Context: an optimization exercise on an open-source flow, tuned for small area. The choices shown serve that exercise and are no tape-out recipe. The RTL was checked by simulation tests, not by an equivalence proof against the original design. Power is estimated from default activity; no workload was simulated.

## flow/design.v

```verilog
`default_nettype none
package preproc_pkg;
  typedef logic signed [16-1:0] sample_t;
  typedef logic [8-1:0] alpha_t;
  typedef logic [4-1:0] shift_t;
  typedef logic [4-1:0] chan_mask_t;
  typedef logic [$clog2(4)-1:0] chan_idx_t;
  typedef logic [16-1:0] subsampl_t;
  typedef logic [$clog2(4)-1:0] fifo_ptr_t;
  typedef logic [$clog2(4+1)-1:0] fifo_cnt_t;
  typedef logic signed [16+8+1:0] ema_acc_t;
endpackage
`default_nettype wire
`default_nettype none
package preproc_reg_pkg;
  typedef logic [12-1:0] addr_t;
  typedef logic [32-1:0] word_t;
  localparam addr_t REG_CHAN_CFG_BASE    = 'h000;
  localparam addr_t REG_PRE_OFFSET_BASE  = 'h100;
  localparam addr_t REG_POST_OFFSET_BASE = 'h200;
  localparam addr_t REG_SUBSAMPLING = 'h300;
  localparam addr_t REG_SOFT_RESET  = 'h304;
  localparam int unsigned CFG_CHAN_EN_BIT   = 0;
  localparam int unsigned CFG_OFFREM_EN_BIT = 1;
  localparam int unsigned CFG_ALPHA_LSB     = 2;
  localparam int unsigned CFG_SHL_LSB       = 10;
  localparam int unsigned CFG_SHR_LSB       = 14;
  localparam int unsigned CFG_WORD_BITS     = CFG_SHR_LSB + 4;
  localparam word_t ILLEGAL_READ_DATA = 32'hDEADDA7A;
  typedef enum logic [2:0] {
    BANK_CHAN_CFG,
    BANK_PRE_OFFSET,
    BANK_POST_OFFSET,
    BANK_GLOBAL,
    BANK_NONE
  } reg_bank_e;
endpackage
`default_nettype wire
`timescale 1ns/1ns
`default_nettype none
module preproc_top (
  input  logic                   clk_i,
  input  logic                   rst_ni,
  input  logic                   cfg_req_i,
  output logic                   cfg_gnt_o,
  input  logic                   cfg_we_i,
  input  preproc_reg_pkg::addr_t cfg_addr_i,
  input  preproc_reg_pkg::word_t cfg_wdata_i,
  output preproc_reg_pkg::word_t cfg_rdata_o,
  output logic                   cfg_rvalid_o,
  input  preproc_pkg::sample_t   idata_i,
  input  logic                   idata_valid_i,
  output logic                   idata_ready_o,
  output preproc_pkg::sample_t   odata_o,
  output logic                   odata_valid_o,
  input  logic                   odata_switch_channel_i,
  input  logic                   odata_ack_sample_i
);
  function automatic logic [16:0] rca16(input logic [15:0] a, input logic [15:0] b, input logic ci);
    logic c;
    c = ci;
    for (int i = 0; i < 16; i++) begin
      rca16[i] = a[i] ^ b[i] ^ c;
      c = (a[i] & b[i]) | (c & (a[i] ^ b[i]));
    end
    rca16[16] = c;
  endfunction
  logic       wr_en, rd_en;
  logic       chan_ok, b_cfg, b_pre, b_post, a_sub, a_srst, a_ill;
  logic [3:0] ch_dec;
  logic       soft_reset;
  assign cfg_gnt_o = cfg_req_i;
  assign wr_en     = cfg_req_i & cfg_we_i;
  assign rd_en     = cfg_req_i & ~cfg_we_i;
  assign chan_ok = (cfg_addr_i[7:4] == 4'd0);
  assign b_cfg   = chan_ok & (cfg_addr_i[11:8] == 4'd0);
  assign b_pre   = chan_ok & (cfg_addr_i[11:8] == 4'd1);
  assign b_post  = chan_ok & (cfg_addr_i[11:8] == 4'd2);
  assign a_sub   = (cfg_addr_i == 12'h300);
  assign a_srst  = (cfg_addr_i == 12'h304);
  assign a_ill   = ~(b_cfg | b_pre | b_post | a_sub | a_srst);
  for (genvar c = 0; c < 4; c++) begin : g_dec
    assign ch_dec[c] = (cfg_addr_i[3:2] == c);
  end
  assign soft_reset = wr_en & a_srst;
  logic [17:0] ccfg_q [4];
  logic [15:0] pre_q  [4];
  logic [15:0] post_q [4];
  logic [15:0] sub_q;
  logic [3:0]  vcfg_q, vpre_q, vpost_q;
  logic        vsub_q;
  for (genvar c = 0; c < 4; c++) begin : g_regs
    always_ff @(posedge clk_i) begin
      if (wr_en && b_cfg && ch_dec[c])  ccfg_q[c] <= cfg_wdata_i[17:0];
      if (wr_en && b_pre && ch_dec[c])  pre_q[c]  <= cfg_wdata_i[15:0];
      if (wr_en && b_post && ch_dec[c]) post_q[c] <= cfg_wdata_i[15:0];
    end
    always_ff @(posedge clk_i or negedge rst_ni) begin
      if (!rst_ni) begin
        vcfg_q[c]  <= 1'b0;
        vpre_q[c]  <= 1'b0;
        vpost_q[c] <= 1'b0;
      end else begin
        if (wr_en && b_cfg && ch_dec[c])  vcfg_q[c]  <= 1'b1;
        if (wr_en && b_pre && ch_dec[c])  vpre_q[c]  <= 1'b1;
        if (wr_en && b_post && ch_dec[c]) vpost_q[c] <= 1'b1;
      end
    end
  end
  always_ff @(posedge clk_i) begin
    if (wr_en && a_sub) sub_q <= cfg_wdata_i[15:0];
  end
  always_ff @(posedge clk_i or negedge rst_ni) begin
    if (!rst_ni) begin
      vsub_q <= 1'b0;
    end else if (wr_en && a_sub) begin
      vsub_q <= 1'b1;
    end
  end
  logic [3:0]  chan_en, offrem_en;
  logic [15:0] subsampl;
  for (genvar c = 0; c < 4; c++) begin : g_fields
    assign chan_en[c]   = vcfg_q[c] & ccfg_q[c][0];
    assign offrem_en[c] = vcfg_q[c] & ccfg_q[c][1];
  end
  assign subsampl = vsub_q ? sub_q : 16'h0000;
  logic       rvalid_q;
  logic [4:0] rsel_q;    
  logic [3:0] rch_q;     
  always_ff @(posedge clk_i or negedge rst_ni) begin
    if (!rst_ni) begin
      rvalid_q <= 1'b0;
    end else begin
      rvalid_q <= rd_en;
    end
  end
  always_ff @(posedge clk_i) begin
    rsel_q <= {a_ill, a_sub, b_post, b_pre, b_cfg};
    rch_q  <= ch_dec;
  end
  logic [17:0] rd_low;
  always_comb begin
    rd_low = '0;
    for (int c = 0; c < 4; c++) begin
      rd_low |= {18{rsel_q[0] & rch_q[c] & vcfg_q[c]}}  & ccfg_q[c];
      rd_low |= {18{rsel_q[1] & rch_q[c] & vpre_q[c]}}  & {2'b00, pre_q[c]};
      rd_low |= {18{rsel_q[2] & rch_q[c] & vpost_q[c]}} & {2'b00, post_q[c]};
    end
    rd_low |= {18{rsel_q[3] & vsub_q}} & {2'b00, sub_q};
    rd_low |= {18{rsel_q[4]}} & preproc_reg_pkg::ILLEGAL_READ_DATA[17:0];
  end
  assign cfg_rdata_o  = {{14{rsel_q[4]}} & preproc_reg_pkg::ILLEGAL_READ_DATA[31:18], rd_low};
  assign cfg_rvalid_o = rvalid_q;
  logic [3:0] pending_q, act, remaining;
  logic [3:0] fifo_full, fifo_empty;
  logic       accept;
  assign act[0] = pending_q[0];
  assign act[1] = pending_q[1] & ~pending_q[0];
  assign act[2] = pending_q[2] & ~|pending_q[1:0];
  assign act[3] = pending_q[3] & ~|pending_q[2:0];
  assign idata_ready_o = idata_valid_i & |(act & ~fifo_full);
  assign accept        = idata_ready_o;
  assign remaining     = pending_q & ~act;
  always_ff @(posedge clk_i or negedge rst_ni) begin
    if (!rst_ni) begin
      pending_q <= '0;
    end else if (soft_reset) begin
      pending_q <= chan_en;
    end else if (accept) begin
      pending_q <= (remaining == '0) ? chan_en : remaining;
    end
  end
  logic [15:0] mean_q [4];
  logic [3:0]  vmean_q;
  logic [7:0]  alpha_s;
  logic [3:0]  shl_s, shr_s;
  logic [15:0] pre_s, post_s, mean_s;
  logic        offrem_s;
  always_comb begin
    alpha_s  = '0;
    shl_s    = '0;
    shr_s    = '0;
    pre_s    = '0;
    post_s   = '0;
    mean_s   = '0;
    offrem_s = 1'b0;
    for (int c = 0; c < 4; c++) begin
      alpha_s  |= {8{act[c] & vcfg_q[c]}} & ccfg_q[c][9:2];
      shl_s    |= {4{act[c] & vcfg_q[c]}} & ccfg_q[c][13:10];
      shr_s    |= {4{act[c] & vcfg_q[c]}} & ccfg_q[c][17:14];
      offrem_s |= act[c] & offrem_en[c];
      pre_s    |= {16{act[c] & vpre_q[c]}}  & pre_q[c];
      post_s   |= {16{act[c] & vpost_q[c]}} & post_q[c];
      mean_s   |= {16{act[c] & offrem_en[c] & vmean_q[c]}} & mean_q[c];
    end
  end
  logic [15:0] shifted, cond, post_sum, proc_sample;
  logic [16:0] diff, sub_raw;
  assign shifted = idata_i << shl_s;
  assign cond    = rca16(shifted, pre_s, 1'b0);
  assign sub_raw = rca16(cond, ~mean_s, 1'b1);
  assign diff    = {cond[15] ^ ~mean_s[15] ^ sub_raw[16], sub_raw[15:0]};
  assign post_sum    = rca16(diff[15:0], post_s, 1'b0);
  assign proc_sample = post_sum >> shr_s;
  logic [16:0] acc [9];
  logic [15:0] mean_new;
  always_comb begin
    logic [16:0] pp;
    logic [17:0] s;
    logic        c;
    acc[0] = '0;
    for (int i = 0; i < 8; i++) begin
      pp = {17{alpha_s[i]}} & diff;
      c  = 1'b0;
      for (int b = 0; b < 17; b++) begin
        s[b] = acc[i][b] ^ pp[b] ^ c;
        c    = (acc[i][b] & pp[b]) | (c & (acc[i][b] ^ pp[b]));
      end
      s[17] = acc[i][16] ^ pp[16] ^ c;
      acc[i+1] = s[17:1];
    end
  end
  logic [16:0] mean_sum;
  assign mean_sum = rca16(mean_s, acc[8][15:0], 1'b0);
  assign mean_new = mean_sum[15:0];
  for (genvar c = 0; c < 4; c++) begin : g_mean
    always_ff @(posedge clk_i) begin
      if (accept && act[c] && offrem_en[c]) mean_q[c] <= mean_new;
    end
    always_ff @(posedge clk_i or negedge rst_ni) begin
      if (!rst_ni) begin
        vmean_q[c] <= 1'b0;
      end else if (soft_reset) begin
        vmean_q[c] <= 1'b0;
      end else if (accept && act[c] && offrem_en[c]) begin
        vmean_q[c] <= 1'b1;
      end
    end
  end
  logic [15:0] sub_cnt_q;
  logic [16:0] sub_inc;
  logic        keep;
  assign sub_inc = rca16(sub_cnt_q, 16'h0000, 1'b1);
  assign keep    = (sub_cnt_q == 16'h0000);
  always_ff @(posedge clk_i or negedge rst_ni) begin
    if (!rst_ni) begin
      sub_cnt_q <= '0;
    end else if (soft_reset) begin
      sub_cnt_q <= '0;
    end else if (accept && remaining == '0) begin
      sub_cnt_q <= (sub_cnt_q == subsampl) ? 16'h0000 : sub_inc[15:0];
    end
  end
  logic [15:0] fifo_mem [4][4];
  logic [1:0]  rd_ptr_q [4];
  logic [2:0]  fill_q   [4];
  logic [3:0]  push, pop;
  for (genvar c = 0; c < 4; c++) begin : g_fifo
    logic [1:0] wr_ptr;
    assign wr_ptr        = rd_ptr_q[c] + fill_q[c][1:0];
    assign fifo_empty[c] = (fill_q[c] == 3'd0);
    assign fifo_full[c]  = fill_q[c][2];
    assign push[c]       = accept & act[c] & keep;
    assign pop[c]        = odata_ack_sample_i & chan_en[c] & ~fifo_empty[c];
    always_ff @(posedge clk_i or negedge rst_ni) begin
      if (!rst_ni) begin
        rd_ptr_q[c] <= '0;
        fill_q[c]   <= '0;
      end else if (soft_reset) begin
        rd_ptr_q[c] <= '0;
        fill_q[c]   <= '0;
      end else begin
        if (pop[c]) rd_ptr_q[c] <= rd_ptr_q[c] + 2'd1;
        if (push[c] && !pop[c]) fill_q[c] <= fill_q[c] + 3'd1;
        if (pop[c] && !push[c]) fill_q[c] <= fill_q[c] - 3'd1;
      end
    end
    for (genvar k = 0; k < 4; k++) begin : g_entry
      always_ff @(posedge clk_i) begin
        if (push[c] && wr_ptr == k) fifo_mem[c][k] <= proc_sample;
      end
    end
  end
  logic [3:0] sel_q, selected, sel_rest;
  assign selected[0] = sel_q[0];
  assign selected[1] = sel_q[1] & ~sel_q[0];
  assign selected[2] = sel_q[2] & ~|sel_q[1:0];
  assign selected[3] = sel_q[3] & ~|sel_q[2:0];
  assign sel_rest    = sel_q & ~selected;
  always_ff @(posedge clk_i or negedge rst_ni) begin
    if (!rst_ni) begin
      sel_q <= '0;
    end else if (soft_reset) begin
      sel_q <= chan_en;
    end else if (odata_switch_channel_i) begin
      sel_q <= (sel_rest == '0) ? chan_en : sel_rest;
    end
  end
  assign odata_valid_o = |(selected & ~fifo_empty);
  always_comb begin
    odata_o = '0;
    for (int c = 0; c < 4; c++) begin
      for (int k = 0; k < 4; k++) begin
        odata_o |= {16{selected[c] && rd_ptr_q[c] == k}} & fifo_mem[c][k];
      end
    end
  end
endmodule
`default_nettype wire
```

## flow/run.sh

```bash
#!/bin/bash
# synth_recipe.tcl (not shown) runs the flow's synth.tcl, then flattens the netlist and writes it again
# the make line also repeats each setting of config.mk as NAME=value (left out here)
make -C /OpenROAD-flow-scripts/flow DESIGN_CONFIG=/design/flow/config.mk WORK_HOME=/design/flow/orfs CLKGATE_MAP_FILE= SYNTH_SCRIPT=/design/flow/synth_recipe.tcl finish
```

## flow/config.mk

```make
export PLATFORM = sky130hd
export DESIGN_NAME = preproc_top
export DESIGN_NICKNAME = preproc_top
export VERILOG_FILES = /design/flow/design.v
export SDC_FILE = /design/flow/constraint.sdc
export NUM_CORES = 4
export LEC_CHECK = 0
export CAP_MARGIN = 20
export CORE_MARGIN = 2
export CORE_UTILIZATION = 40
export SLEW_MARGIN = 20
```

## flow/constraint.sdc

```tcl
create_clock -name core_clock -period 12.0 [get_ports {clk_i}]
set_input_delay 2.4000 -clock core_clock [delete_from_list [all_inputs] [get_ports {clk_i}]]
set_output_delay 2.4000 -clock core_clock [all_outputs]
set_load 0.01 [all_outputs]
```

==> run notes <==
-- final timing paths --
kind	end	slack, ns	from
worst max-delay path	mean_q[3][15]$_DFFE_PP_	-4.20	idata_i[0]
worst min-delay path	vpost_q[0]$_DFFE_PN0P_	0.48	vpost_q[0]$_DFFE_PN0P_
worst max register to register	mean_q[3][15]$_DFFE_PP_	-3.80	pending_q[2]$_DFFE_PN0P_
worst min register to register	vpost_q[0]$_DFFE_PN0P_	0.48	vpost_q[0]$_DFFE_PN0P_
max in group asynchronous	pending_q[1]$_DFFE_PN0P_	9.42	rst_ni
min in group asynchronous	vcfg_q[1]$_DFFE_PN0P_	1.95	rst_ni
-- stage by stage --
step / setup TNS, ns / cells / cell area [um2] / total power, mW
CTS: -105.77 / 3681 / 37200 / 4.60
floorplan: -116.97 / 2311 / 31100 / 2.48
detailed placement: -267.30 / 3562 / 34900 / 2.59
global placement: -252.62 / 3562 / 34900 / 2.59
finish: -103.78 / 3682 / 37200 / 4.58
global route: -113.94 / 3682 / 37200 / 4.71
-- cells by family after synthesis --
group | synth area share [%]
xor gates and xnor gates | 1.11
and+or+nand+nor | 10.1
adders and majority gates | 12.9
AOI/OAI and AO/OA | 13.2
buffers and inverters | 3.54
DFF | 58.1
other | 0.0122
muxes | 1.05
-- cells in the final DEF (no fill, tap or decap), types with 48 or more instances in the layout --
cell	count
a22o_1	59
clkbuf_16	61
a222oi_1	56
and3_1	48
dfrtp_1	62
a221oi_1	59
a22oi_1	125
inv_1	73
nand2_1	201
edfxtp_1	536
fa_2	133
clkdlybuf4s50_1	95
nor2_1	148
a21oi_1	64
buf_4	287
-- layout make-up --
cell class	instances	share of cell area, %
flip-flops and latches	607	47.9
multi-input cells	1442	33.2
repair buffers	392	8.73
clock buffers	74	4.23
well taps	1030	3.46
clock inverters	41	1.56
inverters	96	0.967
-- power groups by stage --
stage               clock [mW]  sequential (mW)  combinational, mW
floorplan                    0             2.36              0.116
global placement             0             2.37              0.220
detailed placement           0             2.37              0.226
CTS                       2.05             2.32              0.228
global route              2.13             2.32              0.250
finish                    2.02             2.32              0.229
-- synthesized netlist by cell type (47+ instances only) --
library cell / n
inv_1: 95
a22o_1: 59
edfxtp_1: 536
fa_1: 173
nor2_1: 159
nand3_1: 47
a22oi_1: 125
dfrtp_1: 62
and3_1: 48
nand2_1: 203
a222oi_1: 56
a21oi_1: 65
clkbuf_1: 112
a221oi_1: 59
-- worst max-delay path, delay by kind of cell --
family / cells / cell delay, ns
simple gates: 2 / 0.12
fa+ha+maj: 31 / 12.99
buf+inv: 4 / 0.23
compound gates: 2 / 0.28
xor+xnor: 3 / 0.46
-- state kept, by name (all words and copies together), names as in the netlist --
| register | flops |
|---|---|
| vcfg_q | 4 |
| fill_q | 12 |
| vmean_q | 4 |
| sub_cnt_q | 16 |
| vpost_q | 4 |
| fifo_mem | 256 |
| pending_q | 4 |
| ccfg_q | 72 |
| mean_q | 64 |
| vsub_q | 1 |
| rvalid_q | 1 |
| vpre_q | 4 |
| pre_q | 64 |
| post_q | 64 |
| sub_q | 16 |
| sel_q | 4 |
| rsel_q | 5 |
| rd_ptr_q | 8 |
| rch_q | 4 |
-- repair_timing --
action,CTS,global route
hold buffers,0,0
setup endpoints to repair,68,48
pin swaps,18,9
buffers inserted,5,1
gates resized for setup,34,16
-- per-layer routing --
metal	GRT usage, %	up-vias	wire, um	part of all wire [%]
li1	-	9319	-	-
met1	31.9	10900	37600	40
met2	38.6	1103	43900	47
met3	3.96	235	8000	8.5
met4	10.5	2	4640	4.9
met5	0	-	16	0.017
==> flow_summary.ini <==
[outcome]
status = failed layout checks
check-failures = negative setup slack

[floorplan]
core_area_um2 = 75900
rows = 101
io_pins = 119
die-area_um2 = 78900
die_x_um = 281
initial_utilization_pct = 40.4
die_h_um = 281

[cells_and_area]
final-seq-area_um2 = 17800
diodes = 0
drive_above_1_share_pct = 23.7
filler_cell_count = 6590
nets = 2879
areaGrowthSynthToFinish_pct = 21.4
final_util_pct = 49.0
multi_input_area_um2 = 12400

[clock_network]
h-tree-depth = 2
cts_buffer_depth = 3
cts_tree = built
numCtsBuffers = 61
clock_sinks = 607
path_clk_slew_ns = 0.06
clk_latency_ns = 0.68
root_buffer = clkbuf_16

[sta]
fin_hold_ws_ns = 0.477
worst_slew_pin_slew_ns = 1.26
setup_viol = 48
fin_crit_ns = 16.20
finalWorstSetupSlack_ns = -4.20
slew_headroom_pct = 16.3
drv_slew = 0
period_share_pct = 135
max_freq_mhz = 61.7
hold_violations = 0
finClkSkew_ns = 0.0864
rsz0062_at_grt = true

[synth]
synth_area_leader_cell = edfxtp_1
synth_edf_count = 536
synth_cell_types = 79
netlist_instances = 2308
syn_avg_cell_area_um2 = 13.3
yosys_most_used_dff = edfxtp_1
yosys-top-cells-area = edfxtp_1 (52%), fa_1 (11%), dfrtp_1 (5.1%)
seq_area_frac_synth_pct = 58.1
async_flop_share_pct = 10.2
ys_warn_count = 9
synth_seq_cells = 607
yosysTopAreaCellShare_pct = 52.5
syn_area_um2 = 30700

[global_routing]
grt_overflow = 0
grt_pass1_vias = 21800
grt_pass1_wl_mm = 140
grt_max_degree = 63
grt_antenna_before_repair = 1
grt_usage_pct = 23.9

[worst_setup_path]
cp.arrival_ns = 16.51
r2r_cells = 45
cp_slowest_cell = fa_2
end_kind = flop
crit_required_ns = 12.31
crit_type = input port to flop
cp-start-kind = input port
max_stage_delay_ns = 0.61
cp_max_fo = 4
path_common_cell = fa_2

[placed_design]
dp_slack_ns = -5.48
hpwl_mm = 65.4
gp_congestion = 0.949
portBuffers = 100

[pwr]
p_clk_share_pct = 44.2
peakVddDrop_v = 0.000132
combPwrFrac_pct = 5.0
power.leakage_nw = 13.7
swShare_pct = 21.7
power_density_nw_per_um2 = 123
p_sw_mw = 0.993
seq_power_share_pct = 50.8
p_int_mw = 3.58

[job]
drv_cap = 0

[hold_path]
min_path_cells = 1
hold_path.class = flop to flop

[routing]
drc = 0
detail-route-antenna-nets = 0
wirelength_mm = 94.2
drt_iter0_markers = 2687
drt_first_pass_iters = 8
vias = 21600
via_per_inst = 5.86
wire_per_inst_um = 25.6

[afterwards: timing with drivers on the ports]
In the flow no input, the clock included, has a driving cell. The finished layout below was timed again as built, in two steps. Step 1, drivers: a clkbuf_16 drives clk_i and a buf_2 each remaining input, both assumed. Step 2 times the ports against the registers' clock, not the clock port: input delays grow and output delays shrink by t, the midpoint of the rising clock arrivals with the driver on. Three values: ideal ports, drivers, drivers and shift; two values: the first two.
t (ns): 0.696
setup WS [ns]: -4.200 / -4.178 / -4.874
worst setup path after step 2: input to register
worst register clock-pin slew, ns: 0.07 / 0.07
pins driven straight from the clock port: 1
The setup slack of this run moves by +0.022 ns with the drivers and by -0.674 ns with both steps.
